Source: an optimization exercise on an open RTL-to-GDS flow (aim: small area, a short achievable clock period and few clock cycles per item). Production flows keep margins and buffers that such runs may drop. In this exercise RTL edits were held to simulation tests only and were not proved equivalent to the original. Power is estimated from default activity; no workload was simulated.

## bit_sequence_concatenate
module bit_sequence_concatenate (
	input  logic                              clk,
	input  logic                              arst_n,
	input  logic                              cfg_valid,
	output logic                              cfg_ready,
	input  logic [bsc_pkg::CFG_IDX_W-1:0]     cfg_index,
	input  logic [bsc_pkg::LEN_W-1:0]         cfg_data,
	input  logic                              in_valid,
	output logic                              in_stall,
	input  logic [bsc_pkg::WORD_BITS-1:0]     in_word,
	output logic                              out_valid,
	input  logic                              out_stall,
	output logic [bsc_pkg::WORD_BITS-1:0]     out_word,
	output logic                              out_last
);
For scale: roughly 1,800 cells after synthesis, about 190 flip-flops, about 160 I/O pins, roughly 16,000 um2 of cells after synthesis.
Settings: LEC_CHECK=0, CAP_MARGIN=20, CORE_MARGIN=2, CORE_UTILIZATION=60, SETUP_SLACK_MARGIN=3.6, SLEW_MARGIN=20; clock period 7.0 ns.
run.sh (not shown) runs the stock make flow with config.mk's settings and CLKGATE_MAP_FILE= SYNTH_SCRIPT=/design/flow/synth_recipe.tcl, a recipe that flattens the netlist after the stock synthesis.
The first run finished clean.
Testbench counts at the start, summed over its fixed seeds: cycles 41,851, items 32,328.
==> next run, changes <==
==> flow/flow/run.sh (new file) <==
#!/bin/bash
# The standard layout, with the port buffers made of the smallest plain
# buffer (sky130_fd_sc_hd__buf_1) instead of the cell buffer_ports picks.
# Every input and output port still gets its own buffer; repair_design and
# repair_timing may resize them as usual. make's full output goes to
# flow_make.log in this folder.
set -euo pipefail
export BUFFER_PORTS_ARGS="-buffer_cell sky130_fd_sc_hd__buf_1"
bash standard.sh > flow_make.log 2>&1
==> flow/standard.sh (new file) <==
#!/bin/bash
# synth_recipe.tcl (not shown) runs the flow's synth.tcl, then flattens the netlist and writes it again
# the make line also repeats each setting of config.mk as NAME=value (left out here)
make -C /OpenROAD-flow-scripts/flow DESIGN_CONFIG=/design/flow/config.mk WORK_HOME=/design/flow/orfs CLKGATE_MAP_FILE= SYNTH_SCRIPT=/design/flow/synth_recipe.tcl "${@:-finish}"
removed: flow/run.sh
What happened: The changed run passed the timing, DRC and antenna checks; critical path depth is unchanged; total power is lower by 4.6%; final area is lower by 5.7%; global-route usage is higher by 0.27 points; count of clock-buffer cells in the layout is unchanged.

* * *

The RTL this note starts from:
==> flow/design.v <==
package bsc_pkg;
	localparam int WORD_BITS = 64;
	localparam int WORD_SH   = 6;
	localparam int MAX_BITS  = 65536;
	localparam int LEN_W = 17;
	localparam int WC_W  = $clog2(MAX_BITS / WORD_BITS + 1);       
	localparam int TC_W  = $clog2(2 * (MAX_BITS / WORD_BITS) + 1);  
	localparam int NB_W  = WORD_SH + 1;
	localparam int CFG_IDX_W = 1;
	localparam logic [CFG_IDX_W-1:0] REG_FIRST_LEN  = CFG_IDX_W'(0);
	localparam logic [CFG_IDX_W-1:0] REG_SECOND_LEN = CFG_IDX_W'(1);
endpackage
module bsc_front (
	input  logic                          clk,
	input  logic                          arst_n,
	input  logic                          cfg_valid,
	output logic                          cfg_ready,
	input  logic [bsc_pkg::CFG_IDX_W-1:0] cfg_index,
	input  logic [bsc_pkg::LEN_W-1:0]     cfg_data,
	input  logic                          take,       
	output logic                          dirty,      
	output logic                          active,     
	output logic                          drop,       
	output logic                          last,       
	output logic [bsc_pkg::WORD_SH-1:0]   nbits       
);
	localparam int WC_W = bsc_pkg::WC_W;
	localparam int TC_W = bsc_pkg::TC_W;
	localparam int SH   = bsc_pkg::WORD_SH;
	localparam int LW   = bsc_pkg::LEN_W;
	logic [WC_W-1:0] w1_q, w2_q, w_new;
	logic [SH-1:0]   k1_q, k2_q, k_new;
	logic [TC_W-1:0] p_q, p_inc, x, x_inc, total;
	logic            dirty_q, active_q, drop_q, last_q, first_q, s1end_q;
	logic            g_drop, g_last, g_first, g_s1end;
	logic            step, frame_end, next_p0;
	logic            new_z, new_one, w1_z, w1_one, w2_z, w2_one;
	logic            c1_z, c1_one, c2_z, c2_one;
	assign cfg_ready = 1'b1;
	always_comb begin
		if (cfg_data[LW-1]) begin
			w_new = WC_W'(bsc_pkg::MAX_BITS / bsc_pkg::WORD_BITS);
			k_new = '0;
		end else begin
			w_new = WC_W'(cfg_data[LW-2:SH]) + WC_W'(|cfg_data[SH-1:0]);
			k_new = cfg_data[SH-1:0];
		end
		new_z   = cfg_data == '0;
		new_one = (cfg_data[LW-1:SH+1] == '0) &&
			(cfg_data[SH] ? (cfg_data[SH-1:0] == '0) : (cfg_data[SH-1:0] != '0));
	end
	always_ff @(posedge clk or negedge arst_n) begin
		if (!arst_n) begin
			w1_q <= '0;
			w2_q <= '0;
			k1_q <= '0;
			k2_q <= '0;
		end else if (cfg_valid) begin
			if (cfg_index == bsc_pkg::REG_FIRST_LEN) begin
				w1_q <= w_new;
				k1_q <= k_new;
			end else begin
				w2_q <= w_new;
				k2_q <= k_new;
			end
		end
	end
	always_comb begin
		total  = TC_W'(w1_q) + TC_W'(w2_q);
		p_inc  = p_q + TC_W'(1);
		x       = dirty_q ? p_q : p_inc;
		x_inc   = x + TC_W'(1);
		g_drop  = x >= total;
		g_last  = x_inc == total;
		g_first = x < TC_W'(w1_q);
		g_s1end = x_inc == TC_W'(w1_q);
		w1_z   = w1_q == '0;
		w1_one = w1_q == WC_W'(1);
		w2_z   = w2_q == '0;
		w2_one = w2_q == WC_W'(1);
		c1_z   = (cfg_valid && cfg_index == bsc_pkg::REG_FIRST_LEN)  ? new_z   : w1_z;
		c1_one = (cfg_valid && cfg_index == bsc_pkg::REG_FIRST_LEN)  ? new_one : w1_one;
		c2_z   = (cfg_valid && cfg_index == bsc_pkg::REG_SECOND_LEN) ? new_z   : w2_z;
		c2_one = (cfg_valid && cfg_index == bsc_pkg::REG_SECOND_LEN) ? new_one : w2_one;
		frame_end = drop_q || last_q;
		step      = take && active_q;
		next_p0   = step ? frame_end : (p_q == '0);
	end
	always_ff @(posedge clk or negedge arst_n) begin
		if (!arst_n) begin
			p_q      <= '0;
			dirty_q  <= 1'b0;
			active_q <= 1'b0;
			drop_q   <= 1'b0;
			last_q   <= 1'b0;
			first_q  <= 1'b0;
			s1end_q  <= 1'b0;
		end else begin
			if (step)
				p_q <= frame_end ? '0 : p_inc;
			if (cfg_valid) begin
				dirty_q <= !next_p0;
				active_q <= !(c1_z && c2_z);
				drop_q   <= c1_z && c2_z;
				last_q   <= (c1_one && c2_z) || (c1_z && c2_one);
				first_q  <= !c1_z;
				s1end_q  <= c1_one;
			end else if (dirty_q || (step && !frame_end)) begin
				dirty_q  <= 1'b0;
				active_q <= total != '0;
				drop_q   <= g_drop;
				last_q   <= g_last;
				first_q  <= g_first;
				s1end_q  <= g_s1end;
			end else if (step) begin
				drop_q  <= w1_z && w2_z;
				last_q  <= (w1_one && w2_z) || (w1_z && w2_one);
				first_q <= !w1_z;
				s1end_q <= w1_one;
			end
		end
	end
	assign dirty  = dirty_q;
	assign active = active_q;
	assign drop   = drop_q;
	assign last   = last_q;
	assign nbits  = (first_q && s1end_q) ? k1_q : ((!first_q && last_q) ? k2_q : '0);
endmodule
module bsc_back (
	input  logic                          clk,
	input  logic                          arst_n,
	input  logic                          in_valid,
	output logic                          in_stall,
	input  logic [bsc_pkg::WORD_BITS-1:0] in_word,
	input  logic                          dirty,
	input  logic                          active,
	input  logic                          drop,
	input  logic                          last,
	input  logic [bsc_pkg::WORD_SH-1:0]   nbits,      
	output logic                          take,
	output logic                          out_valid,
	input  logic                          out_stall,
	output logic [bsc_pkg::WORD_BITS-1:0] out_word,
	output logic                          out_last
);
	localparam int WB = bsc_pkg::WORD_BITS;
	localparam int SH = bsc_pkg::WORD_SH;
	logic [SH-1:0] fill_q;
	logic          flush_q;
	logic [WB-1:0] held_q;
	logic          out_valid_q, out_last_q;
	logic [WB-1:0] out_word_q;
	logic [SH:0]   sum;
	logic          full_w, use_w, beat_w, out_free, beat;
	logic [WB-1:0] rot, lo_fill, lo_keep, out_d;
	logic          trim;
	always_comb begin
		rot = (in_word << fill_q) | ((in_word >> 1) >> (~fill_q));
		lo_fill = ~({WB{1'b1}} << fill_q);
		sum    = {1'b0, fill_q} + {1'b0, nbits};
		full_w = sum[SH] || (nbits == '0);
		use_w  = active && !drop;
		beat_w = use_w && (full_w || last);
		out_free = !out_valid_q || !out_stall;
		in_stall = dirty || flush_q || !out_free;
		take     = in_valid && !in_stall;
		beat     = flush_q ? out_free : (take && beat_w);
		trim    = last && !full_w;
		lo_keep = ~({WB{1'b1}} << sum[SH-1:0]);
		for (int i = 0; i < WB; i++)
			out_d[i] = (lo_fill[i] && held_q[i]) ||
				(!lo_fill[i] && !flush_q && (!trim || lo_keep[i]) && rot[i]);
	end
	always_ff @(posedge clk or negedge arst_n) begin
		if (!arst_n) begin
			fill_q      <= '0;
			flush_q     <= 1'b0;
			out_valid_q <= 1'b0;
		end else begin
			if (out_free)
				out_valid_q <= beat;
			if (flush_q) begin
				if (out_free) begin
					flush_q <= 1'b0;
					fill_q  <= '0;
				end
			end else if (take && active) begin
				if (drop || (last && !(full_w && sum[SH-1:0] != '0))) begin
					fill_q <= '0;
				end else begin
					fill_q <= sum[SH-1:0];
				end
				flush_q <= use_w && last && full_w && (sum[SH-1:0] != '0);
			end
		end
	end
	always_ff @(posedge clk) begin
		if (beat) begin
			out_word_q <= out_d;
			out_last_q <= flush_q || (last && !(full_w && sum[SH-1:0] != '0));
		end
		for (int i = 0; i < WB; i++)
			if (take && use_w && (full_w || !lo_fill[i]))
				held_q[i] <= rot[i];
	end
	assign out_valid = out_valid_q;
	assign out_word  = out_word_q;
	assign out_last  = out_last_q;
endmodule
module bit_sequence_concatenate (
	input  logic                              clk,
	input  logic                              arst_n,
	input  logic                              cfg_valid,
	output logic                              cfg_ready,
	input  logic [bsc_pkg::CFG_IDX_W-1:0]     cfg_index,
	input  logic [bsc_pkg::LEN_W-1:0]         cfg_data,
	input  logic                              in_valid,
	output logic                              in_stall,
	input  logic [bsc_pkg::WORD_BITS-1:0]     in_word,
	output logic                              out_valid,
	input  logic                              out_stall,
	output logic [bsc_pkg::WORD_BITS-1:0]     out_word,
	output logic                              out_last
);
	logic                        take, dirty, active, drop, last;
	logic [bsc_pkg::WORD_SH-1:0] nbits;
	bsc_front u_front (
		.clk       (clk),
		.arst_n    (arst_n),
		.cfg_valid (cfg_valid),
		.cfg_ready (cfg_ready),
		.cfg_index (cfg_index),
		.cfg_data  (cfg_data),
		.take      (take),
		.dirty     (dirty),
		.active    (active),
		.drop      (drop),
		.last      (last),
		.nbits     (nbits)
	);
	bsc_back u_back (
		.clk       (clk),
		.arst_n    (arst_n),
		.in_valid  (in_valid),
		.in_stall  (in_stall),
		.in_word   (in_word),
		.dirty     (dirty),
		.active    (active),
		.drop      (drop),
		.last      (last),
		.nbits     (nbits),
		.take      (take),
		.out_valid (out_valid),
		.out_stall (out_stall),
		.out_word  (out_word),
		.out_last  (out_last)
	);
endmodule
clock: 7.0 ns
lec_check: 0
cap_margin: 20
core_margin: 2
core_utilization: 60
setup_slack_margin: 3.6
slew_margin: 20
standard.sh (not shown) runs the stock make flow with config.mk's settings and CLKGATE_MAP_FILE= SYNTH_SCRIPT=/design/flow/synth_recipe.tcl, a recipe that flattens the netlist after the stock synthesis.
==> flow/flow/run.sh <==
#!/bin/bash
# The standard layout, with the port buffers made of the smallest plain
# buffer (sky130_fd_sc_hd__buf_1) instead of the cell buffer_ports picks.
# Every input and output port still gets its own buffer; repair_design and
# repair_timing may resize them as usual. make's full output goes to
# flow_make.log in this folder.
set -euo pipefail
export BUFFER_PORTS_ARGS="-buffer_cell sky130_fd_sc_hd__buf_1"
bash standard.sh > flow_make.log 2>&1
Testbench counts at the start, summed over its fixed seeds: cycles 41,851, items 32,328.
Edit:
--- a/flow/config.mk
+++ b/flow/config.mk
@@ -9,4 +9,4 @@
 export CORE_MARGIN = 2
-export CORE_UTILIZATION = 60
-export SETUP_SLACK_MARGIN = 3.6
+export CORE_UTILIZATION = 45
+export SETUP_SLACK_MARGIN = 3.75
 export SLEW_MARGIN = 20
Outcome:
- The changed run passed the timing, DRC and antenna checks
- sequential power stays flat
- design area goes up by 5.4%
- synthesized area does not change
- sequential share of layout area falls by 1.5 points
- wire length stays flat
- global-route usage goes down by 10 points
- die area increases by 32%
- count of clock-buffer cells in the layout grows by 2
- flip-flop and latch count stays the same
- setup slack improves by 180 ps
Edit:
--- a/flow/config.mk
+++ b/flow/config.mk
@@ -9,3 +9,3 @@
 export CORE_MARGIN = 2
-export CORE_UTILIZATION = 45
+export CORE_UTILIZATION = 50
 export SETUP_SLACK_MARGIN = 3.75
=>
- synthesized cell count is unchanged
- final area is lower slightly
- global-route usage rises by 2.5 points
- sequential power went down by a few percent
- worst hold slack barely changes
- wire length shrinks by a few percent
- sequential cell count does not change

-- what the ideal ports hide --
Ports are ideal in the flow. The routed layouts listed here were re-timed in OpenROAD.
Step 1 assumes that a clkbuf_16 drives the clock port and a buf_2 every other input.
Step 2 moves the port delays by t, midway between the first and last clock arrival at a register: inputs arrive t later, outputs are due t later. That takes back most of the time a late clock gives input paths.
a / b / c = ideal / step 1 / step 2; a / b = the first two.
| run | t, ns | slack for setup (ns) | clock arrival spread, ns |
|---|---|---|---|
| the first run of note 1 | 0.496 | 3.535 / 3.562 / 3.066 | 0.016 / 0.016 |
| the second run of note 1 | 0.500 | 3.549 / 3.579 / 3.079 | 0.016 / 0.015 |
| the first run of note 2 | 0.492 | 3.520 / 3.548 / 3.056 | 0.023 / 0.023 |
| the second run of note 2 | 0.506 | 3.698 / 3.681 / 3.199 | 0.016 / 0.016 |
| the third run of note 2 | 0.514 | 3.662 / 3.593 / 3.170 | 0.012 / 0.011 |
After both steps setup and hold are still met in every run listed. For the second run of note 2, which loses most, drivers alone change the setup slack by -0.017 ns; drivers and shift together by -0.499 ns.
